What follows belongs to an exercise in optimizing a design on an open flow for small area and a short achievable clock period; a production flow would make more cautious choices.
At most, simulation tests tie the RTL to the original design; equivalence was not proved.
Power figures rest on the tool's default switching activity, not on a simulated workload.

Setup of wip/fjord:
==> flow/design.v (excerpt) <==
module fano_decoder (
    input  logic       clk,
    input  logic       nlocal_rst,
    input  logic       i_vld,
    input  logic [1:0] i_branch,
    output logic       o_vld,
    output logic       o_dec_sym
);
    localparam int W = fano_pkg::WIN_LEN;
    localparam int R = fano_pkg::RX_LEN;
    localparam int M = fano_pkg::CODE_MEM;
    logic [R-1:0]   rx_d_q;      
    logic [R-1:0]   rx_p_q;      
    logic [R-1:0]   worse_q;
    logic [W-1:0]   dec_q;
    logic [M:0]     hist_q;      
    logic [5:0]     pointer_q;   
    logic [R-1:0]   worse_n;
    logic [W-1:0]   dec_n;
    logic [M:0]     hist_n;
    logic [5:0]     pointer_n;
    function automatic logic pick_dec(logic [W-1:0] vec, logic [6:0] idx);
        pick_dec = (idx < 7'(W)) ? vec[idx[5:0]] : 1'b0;
    endfunction
    logic [4:0]   state_q;       
    logic [4:0]   state_n;
    logic signed [13:0] tq_q;        
    logic signed [15:0] t_q;
    logic signed [15:0] mc_q;
    logic signed [15:0] mp_q;
    logic signed [15:0] ms;          
    logic signed [15:0] mp_back;     
    logic signed [15:0] mp_upd;
    logic         ms_vld_q;
    logic         mp_vld_q;
    logic         calc_back_q;
    logic         norm_en_q;
    logic [7:0]   fwd_cnt_q;
    logic         t_up;
    logic         t_down;
    logic         metric_norm;
    logic         calc_fwd;
    logic         mv_fwd;
    logic         mv_back;
    logic         mv_invert;
    logic         mv_clear;
    logic         ms_ge_t_q;     
    logic         mp_ge_t_q;     
    logic         mc_lt_tp_q;    
    logic signed [16:0] d_q;     
  ...
Size in the first run: roughly 2,200 cells after synthesis, about 320 flip-flops, about 7 I/O pins, about 19,000 sq um of cells after synthesis.
make LEC_CHECK=0 CAP_MARGIN=20 CORE_MARGIN=2 CORE_UTILIZATION=40 CTS_BUF_LIST=sky130_fd_sc_hd__clkbuf_16 CTS_CLUSTER_DIAMETER=100 CTS_CLUSTER_SIZE=20 SETUP_SLACK_MARGIN=4.0 SLEW_MARGIN=20 finish   # period 7.0 ns
run.sh (not shown) runs the stock make flow with config.mk's settings and CLKGATE_MAP_FILE= SYNTH_SCRIPT=/design/flow/synth_recipe.tcl, a recipe that flattens the netlist after the stock synthesis.
wip/fjord: no failed stages, no open violations at the end
For wip/indigo, these inputs were changed with respect to wip/fjord:
- changing SETUP_SLACK_MARGIN from 4.0 to 4.3
==> comparison <==
wip/indigo: PASS, flow complete, no timing, DRC or antenna violations
Compared with wip/fjord, wip/indigo shows global router's overall resource usage higher by 0.62 points.
Via count was lower in wip/fjord than in wip/indigo.
Clock network fraction of design power down 1.6 points in wip/indigo wrt wip/fjord
In terms of routing usage on met3, wip/indigo and wip/fjord differ only marginally.


Another version of the RTL of fano_decoder (not shown whole).
For scale: about 2100 cells after synthesis, roughly 0.018 mm^2 of cells after synthesis.
==> flow/design.v (excerpt) <==
module fano_decoder (
    input  logic       clk,
    input  logic       nlocal_rst,
    input  logic       i_vld,
    input  logic [1:0] i_branch,
    output logic       o_vld,
    output logic       o_dec_sym
);
    localparam int W = fano_pkg::WIN_LEN;
    localparam int R = fano_pkg::RX_LEN;
    localparam int M = fano_pkg::CODE_MEM;
    logic [R-1:0]   rx_d_q;      
    logic [R-1:0]   rx_p_q;      
    logic [R-1:0]   worse_q;
    logic [W-1:0]   dec_q;
    logic [M:0]     hist_q;      
    logic [R-1:0]   worse_n;
    logic [W-1:0]   dec_n;
    logic [M:0]     hist_n;
    function automatic logic pick_dec(logic [W-1:0] vec, logic [6:0] idx);
        pick_dec = (idx < 7'(W)) ? vec[idx[5:0]] : 1'b0;
    endfunction
    logic [4:0]   state_q;       
    logic [4:0]   state_n;
    logic signed [13:0] tq_q;        
    logic signed [15:0] t_q;
    logic signed [15:0] mc_q;
    logic signed [15:0] mp_q;
    logic signed [15:0] ms;          
    logic signed [15:0] mp_back;     
    logic signed [15:0] mp_upd;
    logic         ms_vld_q;
    logic         mp_vld_q;
    logic         calc_back_q;
    logic         norm_en_q;
    logic [7:0]   fwd_cnt_q;
    logic         t_up;
    logic         t_down;
    logic         metric_norm;
    logic         calc_fwd;
    logic         mv_fwd;
    logic         mv_back;
    logic         mv_invert;
    logic         mv_clear;
    logic         ms_ge_t_q;     
    logic         mp_ge_t_q;     
    logic         mc_lt_tp_q;    
    logic signed [16:0] d_q;     
    logic signed [15:0] sum;     
    logic         ms_ge_t;
    logic         mpb_ge_t;
    logic         t_norm_q;      
    logic         worse_f_q;     
    logic         fenc_vld_q;
    logic         benc_vld_q;
    logic         fbm_vld_q;
    logic         bbm_vld_q;
    logic         tap_q;         
    logic         v_rx_d_q;      
    logic         v_rx_p_q;
    logic         v_worse_q;
  ...
Settings: LEC_CHECK=0, CAP_MARGIN=20, CORE_MARGIN=2, CORE_UTILIZATION=40, CTS_BUF_LIST=sky130_fd_sc_hd__clkbuf_16, CTS_CLUSTER_DIAMETER=100, CTS_CLUSTER_SIZE=20, PLACE_DENSITY=0.7, SETUP_SLACK_MARGIN=4.5, SLEW_MARGIN=20; clock period 7.0 ns.
Edit:
--- a/flow/config.mk
+++ b/flow/config.mk
@@ -12,5 +12,4 @@
 export CTS_CLUSTER_DIAMETER = 100
 export CTS_CLUSTER_SIZE = 20
-export PLACE_DENSITY = 0.7
 export SETUP_SLACK_MARGIN = 4.5
 export SLEW_MARGIN = 20
What happened: Critical path depth came out lower by 5. Clock-buffer cell count stays the same. Hold slack got worse by 5.4 ps. Worst setup slack loses 69 ps. Synthesized area stays the same. Clock power is about the same. Core utilization came out higher by 0.13 points. Sequential share of layout area shrinks by 0.10 points.


fano_decoder, a different RTL version from the one above (not shown whole).
Size in the first run: ~2100 cells after synthesis, about 7 I/O pins, roughly 0.019 mm^2 of cells after synthesis.
clock: 7.0 ns
lec_check: 0
cap_margin: 20
core_margin: 2
core_utilization: 40
cts_buf_list: sky130_fd_sc_hd__clkbuf_8
cts_cluster_size: 30
setup_slack_margin: 4.0
slew_margin: 20
The starting point passed the timing, DRC and antenna checks.
Edit:
--- a/flow/config.mk
+++ b/flow/config.mk
@@ -11,2 +10,0 @@
-export CTS_BUF_LIST = sky130_fd_sc_hd__clkbuf_8
-export CTS_CLUSTER_SIZE = 30
- die area is unchanged
- sequential share of layout area hardly moves
- area after synthesis is unchanged
- clock-buffer cell count is lower by 22
- via count decreases by 0.73%
- hold slack improved by 5.3 ps
- routed wire length decreases by 0.90%
- final cell count goes down by 1.0%
- utilization is higher by 0.13 points
- non-clock buffer count came out higher by 8
- combinational power hardly moves


Setup of v49:
Another version of the RTL of fano_decoder (not shown whole).
For scale: about 2100 cells after synthesis, about 330 flip-flops, ~7 I/O pins, about 18000 um2 of cells after synthesis.
==> flow/design.v (excerpt) <==
module fano_decoder (
    input  logic       clk,
    input  logic       nlocal_rst,
    input  logic       i_vld,
    input  logic [1:0] i_branch,
    output logic       o_vld,
    output logic       o_dec_sym
);
clock: 7.0 ns
lec_check: 0
cap_margin: 20
core_margin: 2
core_utilization: 40
cts_buf_list: sky130_fd_sc_hd__clkbuf_16
cts_cluster_diameter: 100
cts_cluster_size: 20
setup_slack_margin: 4.7
slew_margin: 20
For v10, these inputs were changed with respect to v49:
--- a/flow/config.mk
+++ b/flow/config.mk
@@ -12,4 +12,4 @@
 export CTS_CLUSTER_DIAMETER = 100
 export CTS_CLUSTER_SIZE = 20
-export SETUP_SLACK_MARGIN = 4.7
+export SETUP_SLACK_MARGIN = 4.5
 export SLEW_MARGIN = 20
==> run summary <==
v10 ended with less reported leakage power than v49. In the flow results for v49 and v10, the post-CTS resize count is smaller on v10. In the metrics for v49 and v10, the one carrying the lower via total after detailed routing is v10. v10 vs. v49: portion of total power attributed to the clock network went up by 0.4 points. NOTE average wire per cell in the routed design v49->v10 decreased by a few percent. Going from v49 to v10, largest voltage drop on the vdd net grew by a little under 10%.
Modified inputs, v39 compared to v10
--- a/flow/config.mk
+++ b/flow/config.mk
@@ -12,4 +12,4 @@
 export CTS_CLUSTER_DIAMETER = 100
 export CTS_CLUSTER_SIZE = 20
-export SETUP_SLACK_MARGIN = 4.5
+export SETUP_SLACK_MARGIN = 4.3
 export SLEW_MARGIN = 20
==> run summary <==
Re final routed DRC violation total: no difference whatsoever between v10 and v39. v39 reports a higher post-route clock period utilization than v10 does. Area added between synthesis and finish ends up higher on v10. When v39 is measured against v10, its count of plain and timing-repair buffers turns out 11 lower.
No run of this note included a check of the RTL's function; only the layout flow was run.

==> afterwards: timing with drivers on the ports <==
In the flow no input, the clock included, has a driving cell. The finished layouts below were timed again as built, in two steps. Step 1: set_driving_cell puts a clkbuf_16 on clk and a buf_2 on each other input, an assumption about the parent block. Step 2, shift: input delay + t, output delay - t, t = (earliest + latest rising clock arrival at the registers) / 2. This alone moves slack from input paths to output paths. Three values: ideal, step 1, step 2; two values: the first two.
| run | t, ns | setup slack, ns | hold slack, ns | worst setup path at the end | latest minus earliest clock arrival (ns) |
|---|---|---|---|---|---|
| wip/fjord | 0.607 | 4.082 / 4.082 / 3.536 | 0.466 / 0.466 / 0.466 | input to register | 0.037 / 0.037 |
| wip/indigo | 0.609 | 4.187 / 4.187 / 3.693 | 0.463 / 0.463 / 0.463 | input to register | 0.037 / 0.037 |
| the first run of note 2 | 0.599 | 4.523 / 4.487 / 3.889 | 0.458 / 0.458 / 0.458 | input to register | 0.031 / 0.031 |
| the second run of note 2 | 0.602 | 4.453 / 4.399 / 3.827 | 0.452 / 0.452 / 0.452 | input to register | 0.043 / 0.044 |
| the first run of note 3 | 0.715 | 4.013 / 3.877 / 3.162 | 0.450 / 0.450 / 0.450 | input to register | 0.046 / 0.046 |
| the second run of note 3 | 0.613 | 4.036 / 3.829 / 3.216 | 0.456 / 0.456 / 0.456 | input to register | 0.039 / 0.039 |
| v49 | 0.605 | 4.503 / 4.468 / 3.878 | 0.457 / 0.457 / 0.457 | input to register | 0.034 / 0.034 |
| v10 | 0.607 | 4.513 / 4.374 / 3.766 | 0.454 / 0.454 / 0.454 | input to register | 0.038 / 0.037 |
| v39 | 0.593 | 4.357 / 4.320 / 3.726 | 0.459 / 0.459 / 0.459 | input to register | 0.026 / 0.027 |
After both steps every run listed still meets setup and hold. For the first run of note 3, which loses most, drivers alone change the setup slack by -0.136 ns; drivers and shift together by -0.851 ns.
